From an optimization exercise on the open Yosys and OpenROAD flow, aimed at small area, a short achievable clock period and few clock cycles per item; shortcuts taken in it are not production practice. Only simulation tests tie the RTL to the original design; equivalence was not proved. Power figures rest on the tool's default switching activity, not on a simulated workload.

`flow/run.sh`:
```
#!/bin/bash
# synth_recipe.tcl (not shown) runs the flow's synth.tcl, then flattens the netlist and writes it again
# the make line also repeats each setting of config.mk as NAME=value (left out here)
make -C /OpenROAD-flow-scripts/flow DESIGN_CONFIG=/design/flow/config.mk WORK_HOME=/design/flow/orfs CLKGATE_MAP_FILE= SYNTH_SCRIPT=/design/flow/synth_recipe.tcl finish
```
`flow/config.mk`:
```
export PLATFORM = sky130hd
export DESIGN_NAME = int_backend
export DESIGN_NICKNAME = int_backend
export VERILOG_FILES = /design/flow/design.v
export SDC_FILE = /design/flow/constraint.sdc
export NUM_CORES = 4
export LEC_CHECK = 0
export CAP_MARGIN = 20
export CORE_MARGIN = 2
export CORE_UTILIZATION = 40
export SLEW_MARGIN = 20
```
`flow/constraint.sdc`:
```
create_clock -name core_clock -period 15.5 [get_ports {clk_i}]
set_input_delay 3.1000 -clock core_clock [delete_from_list [all_inputs] [get_ports {clk_i}]]
set_output_delay 3.1000 -clock core_clock [all_outputs]
set_load 0.01 [all_outputs]
```
`flow/design.v`:
```
`timescale 1ns/1ps
module int_reg_file (
  input  logic             clk_i,
  input  logic             rst_ni,
  input  logic [4:0]       raddr_a_i,
  input  logic [4:0]       raddr_b_i,
  output logic [32-1:0] rdata_a_o,
  output logic [32-1:0] rdata_b_o,
  input  logic             wr_valid_i,
  input  logic [4:0]       wr_rd_i,
  input  logic [32-1:0] wr_data_i
);
  logic [32*32-1:0] regs_q;
  logic [32-1:0]       written_q;
  assign regs_q[32-1:0] = '0;
  assign written_q[0] = 1'b0;
  genvar g;
  generate
    for (g = 1; g < 32; g = g + 1) begin : gen_reg
      always_ff @(posedge clk_i or negedge rst_ni) begin
        if (!rst_ni) begin
          written_q[g] <= 1'b0;
        end else if (wr_valid_i && wr_rd_i == g) begin
          written_q[g] <= 1'b1;
        end
      end
      always_ff @(posedge clk_i) begin
        if (wr_valid_i && wr_rd_i == g) begin
          regs_q[g*32 +: 32] <= wr_data_i;
        end
      end
    end
  endgenerate
  assign rdata_a_o = written_q[raddr_a_i] ? regs_q[raddr_a_i*32 +: 32] : '0;
  assign rdata_b_o = written_q[raddr_b_i] ? regs_q[raddr_b_i*32 +: 32] : '0;
endmodule
`timescale 1ns/1ps
module iter_multiplier (
  input  logic             clk_i,
  input  logic             load_i,
  input  logic [32-1:0] operand_a_i,
  input  logic [32-1:0] operand_b_i,
  output logic [32-1:0] product_o
);
  logic [32-1:0] a_q;
  logic [32-1:0] b_q;
  always_ff @(posedge clk_i) begin
    if (load_i) begin
      a_q <= operand_a_i;
      b_q <= operand_b_i;
    end
  end
  assign product_o = a_q * b_q;
endmodule
`timescale 1ns/1ps
module exec_pipe (
  input  logic [32-1:0] pc_i,
  input  logic [2:0]       op_i,
  input  logic [32-1:0] imm_i,
  input  logic [32-1:0] rs1_i,
  input  logic [32-1:0] rs2_i,
  input  logic [32-1:0] mul_i,
  output logic [32-1:0] result_o,
  output logic [32-1:0] next_pc_o
);
  logic [32-1:0] operand_b;
  logic [32-1:0] link_pc;
  logic [32-1:0] target_pc;
  logic             taken;
  assign operand_b = rs2_i + imm_i;
  assign link_pc   = pc_i + 32'd4;
  assign target_pc = pc_i + imm_i;
  assign taken     = op_i == 3'd7 || (op_i == 3'd6 && rs1_i == rs2_i);
  assign next_pc_o = taken ? target_pc : link_pc;
  always_comb begin
    case (op_i)
      3'd0: result_o = rs1_i + operand_b;
      3'd1: result_o = rs1_i - operand_b;
      3'd2: result_o = rs1_i & operand_b;
      3'd3:  result_o = rs1_i | operand_b;
      3'd4: result_o = rs1_i ^ operand_b;
      3'd5: result_o = mul_i;
      default: result_o = link_pc;
    endcase
  end
endmodule
`timescale 1ns/1ps
module issue_ctrl (
  input  logic             clk_i,
  input  logic             rst_ni,
  input  logic             fetch_valid_i,
  output logic             fetch_ready_o,
  input  logic [32-1:0] fetch_pc_i,
  input  logic [2:0]       fetch_op_i,
  input  logic [4:0]       fetch_rd_i,
  input  logic [4:0]       fetch_rs1_i,
  input  logic [4:0]       fetch_rs2_i,
  input  logic [32-1:0] fetch_imm_i,
  input  logic             fetch_redirected_i,
  input  logic [32-1:0] next_pc_i,
  output logic [32-1:0] de_pc_o,
  output logic [2:0]       de_op_o,
  output logic [4:0]       de_rd_o,
  output logic [4:0]       de_rs1_o,
  output logic [4:0]       de_rs2_o,
  output logic [32-1:0] de_imm_o,
  output logic             mul_load_o,
  output logic             done_o,
  output logic             redirect_valid_o,
  output logic [32-1:0] redirect_pc_o
);
  logic             de_valid_q;
  logic [32-1:0] de_pc_q;
  logic [2:0]       de_op_q;
  logic [4:0]       de_rd_q;
  logic [4:0]       de_rs1_q;
  logic [4:0]       de_rs2_q;
  logic [32-1:0] de_imm_q;
  logic             de_redirected_q;
  logic             normal_q;
  logic [32-1:0] expected_pc_q;
  logic             mul_busy_q;
  logic             redirect_q;
  logic             accept;
  logic             pc_match;
  logic             run;
  logic             redirect;
  logic             is_mul;
  assign is_mul        = de_op_q == 3'd5;
  assign fetch_ready_o = !(de_valid_q && is_mul && !mul_busy_q);
  assign accept        = fetch_valid_i && fetch_ready_o;
  assign pc_match   = de_pc_q == expected_pc_q;
  assign run        = de_valid_q && (normal_q ? pc_match : de_redirected_q);
  assign redirect   = de_valid_q && normal_q && !pc_match;
  assign mul_load_o = run && is_mul && !mul_busy_q;
  assign done_o     = run && (!is_mul || mul_busy_q);
  always_ff @(posedge clk_i or negedge rst_ni) begin
    if (!rst_ni) begin
      de_valid_q    <= 1'b0;
      normal_q      <= 1'b0;
      expected_pc_q <= 32'h0000_0000;
      mul_busy_q    <= 1'b0;
      redirect_q    <= 1'b0;
    end else begin
      if (accept) begin
        de_valid_q <= 1'b1;
      end else if (!mul_load_o) begin
        de_valid_q <= 1'b0;
      end
      if (done_o) begin
        normal_q      <= 1'b1;
        expected_pc_q <= next_pc_i;
      end else if (redirect) begin
        normal_q <= 1'b0;
      end
      mul_busy_q <= mul_load_o;
      redirect_q <= redirect;
    end
  end
  always_ff @(posedge clk_i) begin
    if (accept) begin
      de_pc_q         <= fetch_pc_i;
      de_op_q         <= fetch_op_i;
      de_rd_q         <= fetch_rd_i;
      de_rs1_q        <= fetch_rs1_i;
      de_rs2_q        <= fetch_rs2_i;
      de_imm_q        <= fetch_imm_i;
      de_redirected_q <= fetch_redirected_i;
    end
  end
  assign de_pc_o  = de_pc_q;
  assign de_op_o  = de_op_q;
  assign de_rd_o  = de_rd_q;
  assign de_rs1_o = de_rs1_q;
  assign de_rs2_o = de_rs2_q;
  assign de_imm_o = de_imm_q;
  assign redirect_valid_o = redirect_q;
  assign redirect_pc_o    = expected_pc_q;
endmodule
`timescale 1ns/1ps
module int_backend (
  input  logic             clk_i,
  input  logic             rst_ni,
  input  logic             fetch_valid_i,
  output logic             fetch_ready_o,
  input  logic [32-1:0] fetch_pc_i,
  input  logic [2:0]       fetch_op_i,
  input  logic [4:0]       fetch_rd_i,
  input  logic [4:0]       fetch_rs1_i,
  input  logic [4:0]       fetch_rs2_i,
  input  logic [32-1:0] fetch_imm_i,
  input  logic             fetch_redirected_i,
  output logic             redirect_valid_o,
  output logic [32-1:0] redirect_pc_o,
  output logic             commit_valid_o,
  output logic [32-1:0] commit_pc_o,
  output logic [4:0]       commit_rd_o,
  output logic [32-1:0] commit_data_o
);
  logic [32-1:0] de_pc;
  logic [2:0]       de_op;
  logic [4:0]       de_rd;
  logic [4:0]       de_rs1;
  logic [4:0]       de_rs2;
  logic [32-1:0] de_imm;
  logic [32-1:0] rs1;
  logic [32-1:0] rs2;
  logic [32-1:0] mul_data;
  logic [32-1:0] result;
  logic [32-1:0] next_pc;
  logic [4:0]       wr_rd;
  logic             mul_load;
  logic             done;
  logic             commit_valid_q;
  logic [32-1:0] commit_pc_q;
  logic [4:0]       commit_rd_q;
  logic [32-1:0] commit_data_q;
  issue_ctrl issue_ctrl_inst (
    .clk_i              (clk_i),
    .rst_ni             (rst_ni),
    .fetch_valid_i      (fetch_valid_i),
    .fetch_ready_o      (fetch_ready_o),
    .fetch_pc_i         (fetch_pc_i),
    .fetch_op_i         (fetch_op_i),
    .fetch_rd_i         (fetch_rd_i),
    .fetch_rs1_i        (fetch_rs1_i),
    .fetch_rs2_i        (fetch_rs2_i),
    .fetch_imm_i        (fetch_imm_i),
    .fetch_redirected_i (fetch_redirected_i),
    .next_pc_i          (next_pc),
    .de_pc_o            (de_pc),
    .de_op_o            (de_op),
    .de_rd_o            (de_rd),
    .de_rs1_o           (de_rs1),
    .de_rs2_o           (de_rs2),
    .de_imm_o           (de_imm),
    .mul_load_o         (mul_load),
    .done_o             (done),
    .redirect_valid_o   (redirect_valid_o),
    .redirect_pc_o      (redirect_pc_o)
  );
  assign wr_rd = (de_op == 3'd6) ? 5'd0 : de_rd;
  int_reg_file int_reg_file_inst (
    .clk_i      (clk_i),
    .rst_ni     (rst_ni),
    .raddr_a_i  (de_rs1),
    .raddr_b_i  (de_rs2),
    .rdata_a_o  (rs1),
    .rdata_b_o  (rs2),
    .wr_valid_i (done),
    .wr_rd_i    (wr_rd),
    .wr_data_i  (result)
  );
  iter_multiplier iter_multiplier_inst (
    .clk_i       (clk_i),
    .load_i      (mul_load),
    .operand_a_i (rs1),
    .operand_b_i (rs2),
    .product_o   (mul_data)
  );
  exec_pipe exec_pipe_inst (
    .pc_i      (de_pc),
    .op_i      (de_op),
    .imm_i     (de_imm),
    .rs1_i     (rs1),
    .rs2_i     (rs2),
    .mul_i     (mul_data),
    .result_o  (result),
    .next_pc_o (next_pc)
  );
  always_ff @(posedge clk_i or negedge rst_ni) begin
    if (!rst_ni) begin
      commit_valid_q <= 1'b0;
    end else begin
      commit_valid_q <= done;
    end
  end
  always_ff @(posedge clk_i) begin
    commit_pc_q   <= de_pc;
    commit_rd_q   <= wr_rd;
    commit_data_q <= result;
  end
  assign commit_valid_o = commit_valid_q;
  assign commit_pc_o    = commit_pc_q;
  assign commit_rd_o    = commit_rd_q;
  assign commit_data_o  = commit_data_q;
endmodule
```
==> summary.txt <==
-- cells by family after synthesis --
family,count (synthesis),share of synthesized area [%]
AOI/OAI and AO/OA,874,7.48
muxes,691,15.6
and+or+nand+nor,1385,8.59
buffers and inverters,827,4.72
adders and majority gates,693,14.5
DFF,1276,46.1
xor gates and xnor gates,274,2.97
-- metrics by stage --
stage / utilization [%] / instance area, um2 / hold WS (ps)
after floorplan: - / 80900 / 431
after global placement: 42.5 / 85800 / 470
after detailed placement: 42.5 / 85800 / 470
after CTS: 44.9 / 90600 / 488
after global routing: 44.9 / 90600 / 504
final: 44.9 / 90600 / 490
-- per-layer routing --
layer / vias to the layer above / global-route usage [%] / share of wire (%)
li1: 22600 / - / -
met5: - / 0 / 0.0098
met3: 611 / 4.88 / 8.8
met1: 28200 / 34.8 / 39
met2: 2845 / 43.0 / 48
met4: 4 / 11.0 / 4.7
-- critical path, delay by kind of cell (launching register included) --
family | cells | cell delay, ps
buf+inv | 3 | 1110
compound gates | 12 | 3950
fa+ha+maj | 2 | 760
flops | 1 | 840
simple gates | 8 | 1990
mux | 2 | 1380
xor+xnor | 3 | 650
-- layout by cell type, fill, tap and decap left out, drive strengths merged, types with 188 or more instances in the layout --
cell type	n
inv	492
fa	411
nor2	243
edfxtp	1139
and2	344
mux4	435
nand2	439
ha	282
a21oi	218
clkdlybuf4s50	188
-- report_power, final --
part / internal (mW) / total, mW / switching (mW)
clock network: 2.00 / 3.47 / 1.47
registers: 4.83 / 5.02 / 0.184
logic: 2.87 / 7.85 / 4.98
total: 9.71 / 16.3 / 6.64
-- worst min path at each step --
stage	slack, ps	start	end
after detailed placement	470	int_reg_file_inst.written_q[12]$_DFFE_PN0P_	int_reg_file_inst.written_q[12]$_DFFE_PN0P_
final	490	int_reg_file_inst.written_q[29]$_DFFE_PN0P_	int_reg_file_inst.written_q[29]$_DFFE_PN0P_
after floorplan	430	issue_ctrl_inst.de_pc_q[1]$_DFFE_PP_	commit_pc_q[1]$_DFF_P_
after CTS	490	int_reg_file_inst.written_q[29]$_DFFE_PN0P_	int_reg_file_inst.written_q[29]$_DFFE_PN0P_
after global routing	500	int_reg_file_inst.written_q[17]$_DFFE_PN0P_	int_reg_file_inst.written_q[17]$_DFFE_PN0P_
after global placement	470	int_reg_file_inst.written_q[12]$_DFFE_PN0P_	int_reg_file_inst.written_q[12]$_DFFE_PN0P_
-- flip-flops by register name, summed over array words and instances, names as in the netlist, 3 cells and up --
name and flops:
int_reg_file_inst.regs_q 992, iter_multiplier_inst.a_q 32, issue_ctrl_inst.expected_pc_q 32, commit_pc_q 32, issue_ctrl_inst.de_imm_q 32, commit_rd_q 5, issue_ctrl_inst.de_pc_q 32, commit_data_q 32
issue_ctrl_inst.de_rd_q 5, iter_multiplier_inst.b_q 32, int_reg_file_inst.written_q 31, issue_ctrl_inst.de_rs1_q 5, issue_ctrl_inst.de_op_q 3, issue_ctrl_inst.de_rs2_q 5
-- cells in the mapped netlist, types with 20 or more instances --
master	number	share of area, %
a211oi_1	26	0.24
nor4_1	21	0.16
o22ai_1	45	0.35
a31oi_1	42	0.32
a21o_1	49	0.45
a21oi_1	218	1.3
inv_1	483	2.2
mux4_1	40	1.3
fa_1	411	10
dfxtp_1	69	1.7
a22oi_1	89	0.83
nor2_1	243	1.1
o21ai_0	102	0.63
buf_4	35	0.32
buf_2	72	0.45
and2_1	339	2.6
mux2i_1	137	1.7
xnor2_1	166	1.8
nand3_1	70	0.43
buf_1	21	0.097
nand2b_1	32	0.25
a221oi_1	32	0.35
nor3_1	44	0.27
mux2_2	119	1.7
or2_2	53	0.41
o31ai_1	23	0.21
mux4_2	395	11
buf_6	40	0.56
o21a_1	20	0.19
o211ai_1	27	0.25
a22o_1	25	0.27
clkbuf_1	153	0.71
nor2b_1	39	0.30
nand2_1	439	2.0
and3_1	31	0.24
edfxtp_1	1139	42
dfrtp_1	68	2.1
o221ai_1	36	0.39
xor2_1	108	1.2
ha_1	282	4.4
-- layout make-up --
| type | count | area, um2 | area share (%) |
|---|---|---|---|
| diodes | 8 | 20.0 | 0.0221 |
| clock buffers | 178 | 3850 | 4.25 |
| clock inverters | 76 | 968 | 1.07 |
| inverters | 488 | 1830 | 2.02 |
| multi-input cells | 3917 | 40200 | 44.3 |
| flip-flops and latches | 1276 | 37300 | 41.1 |
| well taps | 2672 | 3340 | 3.69 |
| repair buffers | 349 | 3160 | 3.49 |
==> metrics.yaml <==
routing:
  vias: 54200
  first_pass_iters: 6
  routed_wl_mm: 275
  vias_per_cell: 6.05
  avgRoutedWirePerCell_um: 30.7
  drc: 0
  ant_nets: 0
  drt-initial-drc-count: 6568
clocking:
  post_cts_resize_count: 0
  clock_path_buffers: 3
  cts_inserted_buffers: 138
  cts_tree: "built"
  cts_sinks: 1276
  htreeDepth: 4
  post_cts_buffers: 0
  holdBufCountCts: 0
  cts_root_buf: "clkbuf_16"
  clk_pin_slew_ps: 60
  clk_latency_ps: 810
floorplan:
  io_pins: 190
  die_y_um: 454
  rows: 165
  start_util_pct: 40.1
  die_w_um: 454
  core_um2: 202000
  dieArea_um2: 206000
global_routing:
  antenna_found_initial: 14
  grt_pass1_wl_mm: 390
  track_usage_pct: 26.4
  grt-ovfl-total: 0
  grt_pass1_vias: 54400
  grt_max_degree: 117
setup_path:
  timing.rr.start: "issue_ctrl_inst.de_rs2_q[0]$_DFFE_PP_"
  path_max_fanout: 84
  r2r_end: "int_reg_file_inst.regs_q[639]$_DFFE_PP_"
  worstSetupEndpointType: "flip-flop"
  crit_required_ps: 15880
  crit_start: "issue_ctrl_inst.de_rs2_q[0]$_DFFE_PP_"
  critPathSlowestCell: "edfxtp_1"
  ff2ff_setup_slack_ps: 4310
  critPathMaxStageDelay_ps: 840
  critPathLaunchType: "flip-flop"
  r2r_cells: 30
  crit_type: "flip-flop to flip-flop"
  critical_path.endpoint: "int_reg_file_inst.regs_q[639]$_DFFE_PP_"
  worstPathArrival_ps: 11570
power:
  p_per_area_nw_per_um2: 180
  leakage_nw: 33.7
  ir_worst_vdd_mv: 0.291
  power_mw: 16.3
synthesis:
  ys_warn_count: 5
  avgSynthCellArea_um2: 13.4
  synth_seq_area_share_pct: 46.1
  synth_seq_cells: 1276
  synthCells: 6020
  async_reset_ff_share_pct: 5.33
  synth_nets: 6799
  synthFlopType: "edfxtp_1"
  synth_cell_types: 106
  synth_edf_count: 1139
  synthesis.area_um2: 80900
timing:
  skew_ps: 75.0
  fin_crit_ps: 11190
  rsz0062_at_grt: "no"
  drv_slew: 0
  fin_crit_sh_pct: 72.2
  hold_viol_final: 0
  setup_ws_ps: 4310
  fmax_mhz: 89.4
  slew_headroom_pct: 10.7
  finalSetupTns_ps: 0
  worst_slew_pin_slew_ps: 1320
  setup_viol: 0
placement:
  dp_slack_ps: 4520
  place_congestion: 0.979
  dp.final_hpwl_mm: 184
  io_buffers: 189
  dpl.cell_count: 8701
flow_run:
  maxCapViolations: 0
cells_and_area:
  drive_gt1_share_pct: 16.5
  fin_cells: 8964
  layout.nets: 6949
  areaGrowthSynthToFinish_pct: 12.0
  n_fill_cell: 17800
hold_path:
  holdCritPathClass: "flip-flop to flip-flop"
  worstHoldPathCells: 1
outcome:
  status: "finished clean"
Testbench counts, summed over its fixed seeds: cycles 14,100, instrs 12,000.

re-timing with driven ports:
How much do the figures lean on ideal ports? The routed layout below was timed once more, with nothing changed but the port constraints.
Step 1 assumes that a clkbuf_16 drives the clock port and a buf_2 every other input.
Step 2 also shifts input and output timing later by t, the mid clock arrival at the registers, as if the neighbouring blocks saw the same clock.
a / b / c = no drivers / after step 1 / after step 2; a / b = the first two.
t (ns): 0.861
setup WS [ns]: 4.312 / 4.312 / 4.312
worst setup path at the end: register to register
worst data-port slew with drivers (ns): 0.07
cell pins on the clock port's net: 1
After both steps this run still meets setup and hold. The setup slack of this run moves by 0.000 ns with the drivers and by 0.000 ns with both steps.
